What follows belongs to an exercise in optimizing a design on an open flow for small area, a short achievable clock period and few clock cycles per item; a production flow would make more cautious choices. At most, simulation tests tie the RTL to the original design; equivalence was not proved. Power is estimated from default activity; no workload was simulated.

Setup of alpha:
// sw_top
module sw_top (
    input  logic        clk,
    input  logic        reset,
    input  logic        valid_i,
    input  logic [1:0]  ref_base_i,
    input  logic [1:0]  query_base_i,
    output logic        finish_o,
    output logic [20:0] result_o
);
Settings: LEC_CHECK=0, ABC_AREA=1, CAP_MARGIN=20, CORE_MARGIN=2, CORE_UTILIZATION=65, SLEW_MARGIN=20; clock period 11.0 ns.
standard.sh (not shown) runs the stock make flow with config.mk's settings and CLKGATE_MAP_FILE= SYNTH_SCRIPT=/design/flow/synth_recipe.tcl, a recipe that flattens the netlist after the stock synthesis.
==> flow/flow/run.sh <==
#!/bin/bash
# The standard layout, with a faster buffer on each input and output port
# (buffer_ports otherwise picks a slow delay buffer that sets the period).
set -euo pipefail
export BUFFER_PORTS_ARGS="-buffer_cell sky130_fd_sc_hd__buf_4"
bash standard.sh > standard.log 2>&1
Inputs modified between alpha and beta:
--- a/flow/design.v
+++ b/flow/design.v
@@ -148,14 +148,15 @@
     input  logic [1:0]            bq_i,
     output logic                  f_o,
     output logic [1:0]            rb_o,
     output logic [2:0]            u_o,         
     output logic                  e_o,         
     output logic [sw_pkg::HW-1:0] a_o,         
     output logic [sw_pkg::HW-1:0] an_o,        
+    output logic [sw_pkg::HW-1:0] h_o,         
     output logic [sw_pkg::HW-1:0] cbs_o,       
     output logic [5:0]            cbi_o
 );
     localparam int W = sw_pkg::HW;
     logic [1:0]   q_q;
     logic [2:0]   v_q;     
     logic         ed_q;    
@@ -217,14 +218,21 @@
         if (cap_i) q_q <= bq_i;
         v_q  <= vn;
         ed_q <= edn;
         a_q <= an_o;
     end
     assign an_o = {ab[W-1:2] ^ tg, al[1:0]};
     assign a_o  = a_q;
+    if (ROW == sw_pkg::PE_COUNT) begin : g_h
+        always_ff @(posedge clk) begin
+            h_o <= (f_i ? '0 : au_i) + W'(tb) - W'(1);
+        end
+    end else begin : g_no_h
+        assign h_o = '0;
+    end
     if (ROW <= 2) begin : g_no_best
         assign cbs_o = '0;
         assign cbi_o = '0;
     end else begin : g_best
         logic take;
         assign take = sw_pkg::gt7(a2_i, cbs_i);
         always_ff @(posedge clk) begin
@@ -248,23 +256,23 @@
     input  logic [1:0]            bq_i,
     output logic [1:0]            rb_o,        
     output logic                  fp_o,        
     output logic                  f_o,         
     output logic [sw_pkg::HW-1:0] cbs_o,       
     output logic [5:0]            cbi_o,
     output logic [sw_pkg::HW-1:0] a1_o,        
-    output logic [sw_pkg::HW-1:0] an_o         
+    output logic [sw_pkg::HW-1:0] h_o          
 );
     localparam int W = sw_pkg::HW;
     logic         l_f   [P+1];
     logic [1:0]   l_rb  [P+1];
     logic [2:0]   l_u   [P+1];
     logic         l_e   [P+1];
     logic [W-1:0] l_a   [P+1];
-    logic [W-1:0] l_an  [P+1];
+    logic [W-1:0] l_h   [P+1];
     logic [W-1:0] l_cbs [P+1];
     logic [5:0]   l_cbi [P+1];
     assign l_f[0]   = f_i;
     assign l_rb[0]  = rb_i;
     assign l_u[0]   = 3'd2;
     assign l_e[0]   = 1'b0;
     assign l_a[0]   = '0;
@@ -292,25 +300,26 @@
             .cap_i   (cap_i[k]),
             .bq_i    (bq_i),
             .f_o     (l_f[k+1]),
             .rb_o    (l_rb[k+1]),
             .u_o     (l_u[k+1]),
             .e_o     (l_e[k+1]),
             .a_o     (l_a[k+1]),
-            .an_o    (l_an[k+1]),
+            .an_o    (),
+            .h_o     (l_h[k+1]),
             .cbs_o   (l_cbs[k+1]),
             .cbi_o   (l_cbi[k+1])
         );
     end
     assign rb_o  = l_rb[P];
     assign f_o   = l_f[P];
     assign cbs_o = l_cbs[P];
     assign a1_o  = l_a[P-1];
     assign cbi_o = l_cbi[P];
-    assign an_o  = l_an[P];
+    assign h_o   = l_h[P];
     assign fp_o  = l_f[P-1];
 endmodule
 `default_nettype wire
 `timescale 1ns/1ps
 `default_nettype none
 module sw_max_tracker #(
     parameter int P = sw_pkg::PE_COUNT
@@ -436,15 +445,15 @@
     sw_sweep_counter u_replay (
         .clk (clk), .reset (reset), .start_i (replay_start),
         .active_o (replay), .first_o (replay_f)
     );
     sw_pe_array #(.P (P)) u_array (
         .clk (clk), .reset (reset), .kill_i (kill), .f_i (s_f), .rb_i (s_rb),
         .cap_i (cap), .bq_i (bq),
-        .rb_o (a_rb), .fp_o (a_fp), .f_o (a_f), .cbs_o (a_cbs), .cbi_o (a_cbi), .a1_o (a_a1), .an_o (a_a)
+        .rb_o (a_rb), .fp_o (a_fp), .f_o (a_f), .cbs_o (a_cbs), .cbi_o (a_cbi), .a1_o (a_a1), .h_o (a_a)
     );
     sw_max_tracker #(.P (P)) u_tracker (
         .clk (clk), .reset (reset), .kill_i (kill), .fp_i (a_fp), .f_i (a_f), .cbs_i (a_cbs),
         .cbi_i (a_cbi), .a1_i (a_a1), .a_i (a_a), .finish_o (finish_o), .best_o (result_o)
     );
 endmodule
 `default_nettype wire
### Flow results
Post-route setup TNS: beta vs alpha identical
When beta is measured against alpha, its transition time at the pin with the least slew margin turns out 100 ps lower.
beta against alpha: fraction of the core area covered by cells at the end of the flow now larger; sequential share of layout area now smaller; area occupied by multi-input gates now larger; total number of vias now larger.
The met3 usage in global routing of beta falls short of that of alpha by 0.27 points.
beta vs. alpha: compound-cell area share of the yosys netlist went down by 0.52 points.
Testbench counts of beta, summed over its fixed seeds: cycles 14,472, alignments 128.
Only the layout flow was run in alpha; the RTL was not checked for function there.


## rev 12
sw_top, a different RTL version from the one above (not shown whole).
Size: ~10000 cells after synthesis, ~1700 flip-flops, ~29 I/O pins, ~90000 um2 of cells after synthesis.
==> module sw_max_tracker, before the edit <==
module sw_max_tracker #(
    parameter int P = sw_pkg::PE_COUNT
) (
    input  logic                  clk,
    input  logic                  reset,
    input  logic                  kill_i,
    input  logic                  f_i,       
    input  logic [sw_pkg::HW-1:0] cbs_i,     
    input  logic [5:0]            cbi_i,
    input  logic [sw_pkg::HW-1:0] a1_i,      
    input  logic [sw_pkg::HW-1:0] a_i,       
    output logic                  finish_o,
    output logic [20:0]           best_o
);
    localparam int W = sw_pkg::HW;
    logic         f1_q;
    logic [W-1:0] c1s_q;
    logic [5:0]   c1i_q;
    logic         t1;
    assign t1 = sw_pkg::gt7(a1_i, cbs_i);
    always_ff @(posedge clk or posedge reset) begin
        if (reset) f1_q <= 1'b0;
        else       f1_q <= f_i && !kill_i;
    end
    always_ff @(posedge clk) begin
        c1s_q <= t1 ? a1_i : cbs_i;
        c1i_q <= t1 ? 6'(P - 1) : cbi_i;
    end
    logic         act_q;
    logic [6:0]   j_q;
    logic         fin_q;
    logic [W-1:0] bs_q;
    logic [6:0]   bj_q;
    logic [5:0]   bi_q;
    logic         act;
    logic [6:0]   j;
    logic [W-1:0] cs;
    logic [5:0]   ci;
    logic [W-1:0] ps;
    logic [5:0]   pi;
    logic         take;
    always_comb begin
        act = f1_q || act_q;
        j   = f1_q ? 7'd1 : j_q;
        if (sw_pkg::gt7(a_i, c1s_q)) begin
            cs = a_i;
            ci = 6'(P);
        end else begin
            cs = c1s_q;
            ci = c1i_q;
        end
        ps   = f1_q ? '0 : bs_q;
        pi   = f1_q ? '0 : bi_q;
        take = (cs > ps) || ((cs == ps) && (ci < pi));
    end
    always_ff @(posedge clk or posedge reset) begin
        if (reset) begin
            act_q <= 1'b0;
            fin_q <= 1'b0;
        end else begin
            act_q <= act && (j != 7'(sw_pkg::REF_LEN)) && !kill_i;
            fin_q <= act && (j == 7'(sw_pkg::REF_LEN)) && !kill_i;
        end
    end
    always_ff @(posedge clk) begin
        j_q <= j + 7'd1;
        if (act) begin
            if (f1_q) begin
                bs_q <= '0;
                bj_q <= '0;
                bi_q <= '0;
            end
            if (take) begin
                bs_q <= cs;
                bj_q <= j;
                bi_q <= ci;
            end
        end
    end
    assign finish_o = fin_q;
    assign best_o   = {{(8 - W){1'b0}}, bs_q, bj_q, bi_q};
endmodule
clock: 11.0 ns
lec_check: 0
cap_margin: 20
core_margin: 2
core_utilization: 40
slew_margin: 20
run.sh (not shown) runs the stock make flow with config.mk's settings and CLKGATE_MAP_FILE= SYNTH_SCRIPT=/design/flow/synth_recipe.tcl, a recipe that flattens the netlist after the stock synthesis.
Stock flow here: none of the scripts above is used.
For rev 13, these inputs were changed with respect to rev 12:
--- a/flow/design.v
+++ b/flow/design.v
@@ -401,24 +401,14 @@
     logic [5:0]   bi_q;
     logic         act;
     logic [6:0]   j;
-    logic [W-1:0] cs;
-    logic [5:0]   ci;
-    logic [W-1:0] ps;
-    logic [5:0]   pi;
-    logic         take;
+    logic         g, ta, tb, take;
     always_comb begin
         act = f1_q || act_q;
         j   = f1_q ? 7'd1 : j_q;
-        if (sw_pkg::gt7(a_i, c1s_q)) begin
-            cs = a_i;
-            ci = 6'(P);
-        end else begin
-            cs = c1s_q;
-            ci = c1i_q;
-        end
-        ps   = f1_q ? '0 : bs_q;
-        pi   = f1_q ? '0 : bi_q;
-        take = (cs > ps) || ((cs == ps) && (ci < pi));
+        g   = sw_pkg::gt7(a_i, c1s_q);
+        ta  = sw_pkg::gt7(a_i, bs_q);
+        tb  = sw_pkg::gt7(c1s_q, bs_q) || ((c1s_q == bs_q) && (c1i_q < bi_q));
+        take = g ? ta : tb;
     end
     always_ff @(posedge clk or posedge reset) begin
         if (reset) begin
@@ -431,17 +421,14 @@
     end
     always_ff @(posedge clk) begin
         j_q <= j + 7'd1;
-        if (act) begin
-            if (f1_q) begin
-                bs_q <= '0;
-                bj_q <= '0;
-                bi_q <= '0;
-            end
-            if (take) begin
-                bs_q <= cs;
-                bj_q <= j;
-                bi_q <= ci;
-            end
+        if (f_i) begin
+            bs_q <= '0;
+            bj_q <= '0;
+            bi_q <= '0;
+        end else if (act && take) begin
+            bs_q <= g ? a_i : c1s_q;
+            bj_q <= j;
+            bi_q <= g ? 6'(P) : c1i_q;
         end
     end
     assign finish_o = fin_q;
Findings:
Count of clock buffers in the final design for rev 13 is lower than for rev 12. Compared with rev 12, in rev 13 overall power went up by 850 uW; number of hold buffers added after cts was more or less identical; first-iteration DRC count went down by 352. Post-route standard cell area excluding fillers is higher on rev 13. The worst setup path startpoint comes out u_array.g_pe[47].u_pe.a_q[2] in one run and u_tracker.bs_q[5] in the other, namely in rev 12 and rev 13 respectively. Any difference in met3 routing resource usage after global routing between rev 13 and rev 12 is small enough to ignore. Relative to rev 12, the number of fill cells of rev 13 is lower by 196. In the tables for rev 12 and rev 13, combined flip-flop and latch cell area reads higher with rev 12. When rev 13 is set beside rev 12, its number of cells in the design after placement turns out to be 1.1% larger. Measured against each other, rev 12 and rev 13 differ in total number of vias, the higher figure coming from rev 13.
Testbench counts of rev 13, summed over its fixed seeds: cycles 14,600, alignments 128.
Function not checked in rev 12: the RTL went through the layout flow alone.

## re-timing with driven ports
The results above use ideal ports. As a check the final layouts listed here were re-extracted and re-timed, cells and wires unchanged. Step 1 sets driving cells, clkbuf_16 on the clock port and buf_2 on the other inputs (assumed; they add their load-dependent delay and slew). Step 2, shift: input delay + t, output delay - t, t = (earliest + latest rising clock arrival at the registers) / 2. This alone moves slack from input paths to output paths. Slacks: no drivers / after step 1 / after step 2; pairs: no drivers / after step 1.
| run | t, ns | slack for setup (ns) | cell pins on the clock port's net |
|---|---|---|---|
| alpha | 0.820 | 6.950 / 6.950 / 6.950 | 1 |
| beta | 0.821 | 7.502 / 7.431 / 7.306 | 1 |
| rev 12 | 0.903 | 6.584 / 6.584 / 6.225 | 1 |
| rev 13 | 0.897 | 6.993 / 6.906 / 6.536 | 1 |
After both steps setup and hold are still met in every run listed. For rev 13, which loses most, drivers alone change the setup slack by -0.087 ns; drivers and shift together by -0.457 ns.
